This is an optimization exercise on Yosys and OpenROAD, whose aim is small area, a short achievable clock period and few clock cycles, not a production implementation.
Where RTL was checked, it was by simulation tests only, not by an equivalence proof against the original.
Power figures rest on the tool's default switching activity, not on a simulated workload.

==> flow/design.v (excerpt) <==
module core #(
  parameter int REG_SIZE   = 8,
  parameter int ADDR_SIZE  = 8,
  parameter int INSN_SIZE  = 16,
  parameter int INSN_COUNT = 16
) (
  input  logic                            clk,
  input  logic                            reset,
  input  logic                            init_R0_flag,
  input  logic [REG_SIZE-1:0]             init_R0_data,
  input  logic [INSN_SIZE*INSN_COUNT-1:0] insn_data,
  input  logic                            Start,
  output logic                            Ready,
  output logic [1:0]                      enable_M,
  output logic [ADDR_SIZE-1:0]            addr_M,
  output logic [REG_SIZE-1:0]             wr_data_M,
  input  logic [REG_SIZE-1:0]             rd_data_M,
  input  logic                            ready_M
);
Size: about 1700 cells after synthesis, about 440 flip-flops, ~300 I/O pins.
clock: 10.0 ns
lec_check: 0
cap_margin: 20
core_margin: 2
core_utilization: 50
cts_buf_list: sky130_fd_sc_hd__clkbuf_8
cts_cluster_diameter: 60
cts_cluster_size: 16
slew_margin: 20
tns_end_percent: 30
standard.sh (not shown) runs the stock make flow with config.mk's settings and CLKGATE_MAP_FILE= SYNTH_SCRIPT=/design/flow/synth_recipe.tcl, a recipe that flattens the netlist after the stock synthesis.
==> flow/flow/run.sh <==
#!/bin/bash
# Layout: the standard flow (standard.sh) with three changes:
#  - port buffers of the smallest drive (buffer_ports -buffer_cell buf_1);
#    repair resizes the ones that need more;
#  - no adder cells in synthesis (ADDER_MAP_FILE empty), so abc maps the
#    arithmetic together with the logic around it;
#  - timing repair aims at a larger setup slack margin.
# make's output goes to flow.log; each step's own log is under orfs/logs/.
set -uo pipefail
bash standard.sh "ADDER_MAP_FILE=" "SETUP_SLACK_MARGIN=6.0" \
  "BUFFER_PORTS_ARGS=-buffer_cell sky130_fd_sc_hd__buf_1" finish > flow.log 2>&1
Testbench counts at the start, summed over its fixed seeds: cycles 7,731.
Next try:
--- a/flow/flow/run.sh
+++ b/flow/flow/run.sh
@@ -9,3 +9,3 @@
 set -uo pipefail
-bash standard.sh "ADDER_MAP_FILE=" "SETUP_SLACK_MARGIN=6.0" \
+bash standard.sh "ADDER_MAP_FILE=" "SETUP_SLACK_MARGIN=6.2" \
   "BUFFER_PORTS_ARGS=-buffer_cell sky130_fd_sc_hd__buf_1" finish > flow.log 2>&1
Settings changed: CORE_UTILIZATION 50 to 55, CTS_CLUSTER_SIZE 16 to 18, TNS_END_PERCENT 30 to 10.
What happened: The new run produced a clean layout. Die area goes down by 8.9%. Routed wire length came out lower by 2.3%. Final area decreases by 0.73%. Total power shrinks by 3.7%. Sequential power is about the same. Core utilization is higher by 6.3 points. Synthesized cell count stays the same. Flip-flop and latch count does not change. Combinational power decreases by about 4%. Count of clock-buffer cells in the layout went down by 1.

* * *

Setup of run A:
Another version of the RTL of core (not shown whole).
For scale: about 1600 cells after synthesis, ~430 flip-flops, roughly 300 I/O pins, ~22000 µm² of cells after synthesis.
==> flow/config.mk <==
export PLATFORM = sky130hd
export DESIGN_NAME = core
export DESIGN_NICKNAME = core
export VERILOG_FILES = /design/flow/design.v
export SDC_FILE = /design/flow/constraint.sdc
export NUM_CORES = 4
export LEC_CHECK = 0
export CAP_MARGIN = 20
export CORE_MARGIN = 2
export CORE_UTILIZATION = 65
export CTS_BUF_LIST = sky130_fd_sc_hd__clkbuf_4 sky130_fd_sc_hd__clkbuf_8
export SETUP_SLACK_MARGIN = 5
export SLEW_MARGIN = 20
==> flow/constraint.sdc <==
create_clock -name core_clock -period 10.0 [get_ports {clk}]
set_input_delay 2.0000 -clock core_clock [delete_from_list [all_inputs] [get_ports {clk}]]
set_output_delay 2.0000 -clock core_clock [all_outputs]
set_load 0.01 [all_outputs]
run.sh (not shown) runs the stock make flow with config.mk's settings and CLKGATE_MAP_FILE= SYNTH_SCRIPT=/design/flow/synth_recipe.tcl, a recipe that flattens the netlist after the stock synthesis.
Stock flow here: none of the scripts above is used.
--- input diff run A..run B ---
Settings: clearing CTS_BUF_LIST, which used to be sky130_fd_sc_hd__clkbuf_4 sky130_fd_sc_hd__clkbuf_8; clearing SETUP_SLACK_MARGIN, which used to be 5; putting CTS_CLUSTER_SIZE at 30 where nothing was set.
==> flow/flow/run.sh (new file) <==
#!/bin/bash
# Layout: the standard flow (standard.sh) with three changes:
#  - port buffers of the smallest drive (buffer_ports -buffer_cell buf_1);
#    repair resizes the ones that need more;
#  - no adder cells in synthesis (ADDER_MAP_FILE empty), so abc maps the
#    arithmetic together with the logic around it;
#  - timing repair aims at a larger setup slack margin.
# make's output goes to flow.log; each step's own log is under orfs/logs/.
set -uo pipefail
bash standard.sh "ADDER_MAP_FILE=" "SETUP_SLACK_MARGIN=6.5" \
  "BUFFER_PORTS_ARGS=-buffer_cell sky130_fd_sc_hd__buf_1" finish > flow.log 2>&1
==> flow/standard.sh (new file) <==
#!/bin/bash
# synth_recipe.tcl (not shown) runs the flow's synth.tcl, then flattens the netlist and writes it again
# the make line also repeats each setting of config.mk as NAME=value (left out here)
make -C /OpenROAD-flow-scripts/flow DESIGN_CONFIG=/design/flow/config.mk WORK_HOME=/design/flow/orfs CLKGATE_MAP_FILE= SYNTH_SCRIPT=/design/flow/synth_recipe.tcl "${@:-finish}"
removed: flow/run.sh
Results
Relative to run A, the final cell area reported for run B is higher. Total of plain and repair buffers excluding clock buffers grows by more than half when moving from run A to run B. Run A → run B: starting density of the core dropped 0.40 points, critical path depth climbed 1.
Function was not checked in any run of this note: the RTL went through the layout flow alone.

* * *

== v23 ==
Another version of the RTL of core (not shown whole).
For scale: about 440 flip-flops, ~300 I/O pins.
clock: 10.0 ns
lec_check: 0
cap_margin: 20
core_margin: 2
core_utilization: 55
cts_buf_list: sky130_fd_sc_hd__clkbuf_8
cts_cluster_diameter: 60
cts_cluster_size: 16
slew_margin: 20
tns_end_percent: 10
standard.sh (not shown) runs the stock make flow with config.mk's settings and CLKGATE_MAP_FILE= SYNTH_SCRIPT=/design/flow/synth_recipe.tcl, a recipe that flattens the netlist after the stock synthesis.
==> flow/flow/run.sh <==
#!/bin/bash
# Layout: the standard flow (standard.sh) with three changes:
#  - port buffers of the smallest drive (buffer_ports -buffer_cell buf_1);
#    repair resizes the ones that need more;
#  - no adder cells in synthesis (ADDER_MAP_FILE empty), so abc maps the
#    arithmetic together with the logic around it;
#  - timing repair aims at a larger setup slack margin.
# make's output goes to flow.log; each step's own log is under orfs/logs/.
set -uo pipefail
bash standard.sh "ADDER_MAP_FILE=" "SETUP_SLACK_MARGIN=6.4" \
  "BUFFER_PORTS_ARGS=-buffer_cell sky130_fd_sc_hd__buf_1" finish > flow.log 2>&1
v23: done, clean on timing, DRC and antenna
Testbench counts of v23, summed over its fixed seeds: cycles 7,731.
### v23 -> v30
-- flow/flow/run.sh --
<<< v23, line 9
set -uo pipefail
bash standard.sh "ADDER_MAP_FILE=" "SETUP_SLACK_MARGIN=6.4" \
  "BUFFER_PORTS_ARGS=-buffer_cell sky130_fd_sc_hd__buf_1" finish > flow.log 2>&1
>>> v30, line 9
set -uo pipefail
bash standard.sh "ADDER_MAP_FILE=" "SETUP_SLACK_MARGIN=6.2" \
  "BUFFER_PORTS_ARGS=-buffer_cell sky130_fd_sc_hd__buf_1" finish > flow.log 2>&1
-- flow/config.mk --
<<< v23, line 9
export CORE_MARGIN = 2
export CORE_UTILIZATION = 55
export CTS_BUF_LIST = sky130_fd_sc_hd__clkbuf_8
>>> v30, line 9
export CORE_MARGIN = 2
export CORE_UTILIZATION = 60
export CTS_BUF_LIST = sky130_fd_sc_hd__clkbuf_8
### Flow results
- Summary of v30 over v23: proportion of power drawn by the clock network went down, combinational logic power went down, via count went down, largest net degree at the start of global routing went down.
- When v30 is measured against v23, its initial core utilization turns out 5.0 points higher.
- When v30 is measured against v23, its shortest clock period the worst path allows after layout turns out 140 ps higher.
- Side by side, routed length on met3 turned out higher in v30 than in v23.
- Summary: with v23 as the reference, fill cell instance count of the final layout in v30 moved down by more than 10%.
- Against v23 as the reference, v30 delivers a lower global-route wire length before repair.

* * *

Setup of the reference run:
Another version of the RTL of core (not shown whole).
For scale: about 1800 cells after synthesis, ~440 flip-flops, roughly 300 I/O pins, roughly 0.022 mm² of cells after synthesis.
==> flow/config.mk <==
export PLATFORM = sky130hd
export DESIGN_NAME = core
export DESIGN_NICKNAME = core
export VERILOG_FILES = /design/flow/design.v
export SDC_FILE = /design/flow/constraint.sdc
export NUM_CORES = 4
export LEC_CHECK = 0
export CAP_MARGIN = 20
export CORE_MARGIN = 2
export CORE_UTILIZATION = 55
export CTS_BUF_LIST = sky130_fd_sc_hd__clkbuf_8
export CTS_CLUSTER_DIAMETER = 60
export CTS_CLUSTER_SIZE = 16
export SLEW_MARGIN = 20
export TNS_END_PERCENT = 10
==> flow/constraint.sdc <==
create_clock -name core_clock -period 10.0 [get_ports {clk}]
set_input_delay 2.0000 -clock core_clock [delete_from_list [all_inputs] [get_ports {clk}]]
set_output_delay 2.0000 -clock core_clock [all_outputs]
set_load 0.01 [all_outputs]
==> flow/flow/run.sh <==
#!/bin/bash
# Layout: the standard flow (standard.sh) with three changes:
#  - port buffers of the smallest drive (buffer_ports -buffer_cell buf_1);
#    repair resizes the ones that need more;
#  - no adder cells in synthesis (ADDER_MAP_FILE empty), so abc maps the
#    arithmetic together with the logic around it;
#  - timing repair aims at a larger setup slack margin.
# make's output goes to flow.log; each step's own log is under orfs/logs/.
set -uo pipefail
bash standard.sh "ADDER_MAP_FILE=" "SETUP_SLACK_MARGIN=6.2" \
  "BUFFER_PORTS_ARGS=-buffer_cell sky130_fd_sc_hd__buf_1" finish > flow.log 2>&1
Testbench counts of the reference run, summed over its fixed seeds: cycles 7,731.
For the trial run, these inputs were changed with respect to the reference run:
--- a/flow/flow/run.sh
+++ b/flow/flow/run.sh
@@ -7 +7,2 @@
-#  - timing repair aims at a larger setup slack margin.
+#  - timing repair aims at a larger setup slack margin, and runs after
+#    global routing only (not after clock tree synthesis).
@@ -10 +11 @@
-bash standard.sh "ADDER_MAP_FILE=" "SETUP_SLACK_MARGIN=6.2" \
+bash standard.sh "ADDER_MAP_FILE=" "SETUP_SLACK_MARGIN=6.2" "SKIP_CTS_REPAIR_TIMING=1" \
### Flow results
Changes observed in the trial run relative to the reference run: switching power decreased about 1.4%, synthesis-to-finish area growth decreased 1.2 points, critical path depth increased 2.
Of the two values seen for worst-path cell with the longest stage delay, sky130_fd_sc_hd__o21ai_2 was produced by the trial run and sky130_fd_sc_hd__mux2i_2 by the reference run.

re-timing with driven ports:
The results above use ideal ports. As a check the final layouts listed here were re-extracted and re-timed, cells and wires unchanged. Step 1 assumes that a clkbuf_16 drives the clock port and a buf_2 every other input. Step 2 times the ports against the registers' clock, not the clock port: input delays grow and output delays shrink by t, the midpoint of the rising clock arrivals with the driver on. Three values: ideal, step 1, step 2; two values: the first two.
| run | t, ns | setup slack, ns | worst setup path after step 2 | worst register clock-pin slew, ns | worst data-port slew with drivers (ns) |
|---|---|---|---|---|---|
| the first run of note 1 | 0.684 | 5.821 / 5.821 / 5.285 | input to register | 0.10 / 0.10 | 0.11 |
| the second run of note 1 | 0.688 | 5.936 / 5.936 / 5.344 | input to register | 0.11 / 0.11 | 0.10 |
| run A | 0.638 | 5.079 / 5.071 / 4.433 | input to register | 0.07 / 0.07 | 0.13 |
| run B | 0.641 | 6.015 / 5.975 / 5.334 | input to register | 0.07 / 0.07 | 0.11 |
| v23 | 0.697 | 6.193 / 6.193 / 5.612 | input to register | 0.11 / 0.11 | 0.12 |
| v30 | 0.679 | 6.048 / 6.012 / 5.403 | input to register | 0.11 / 0.11 | 0.09 |
| the reference run | 0.692 | 5.885 / 5.874 / 5.222 | input to register | 0.11 / 0.11 | 0.12 |
| the trial run | 0.691 | 5.852 / 5.884 / 5.193 | input to register | 0.11 / 0.11 | 0.11 |
After both steps every run listed still meets setup and hold. The setup slack of run B, which loses most, moves by -0.040 ns with the drivers and by -0.681 ns with both steps.
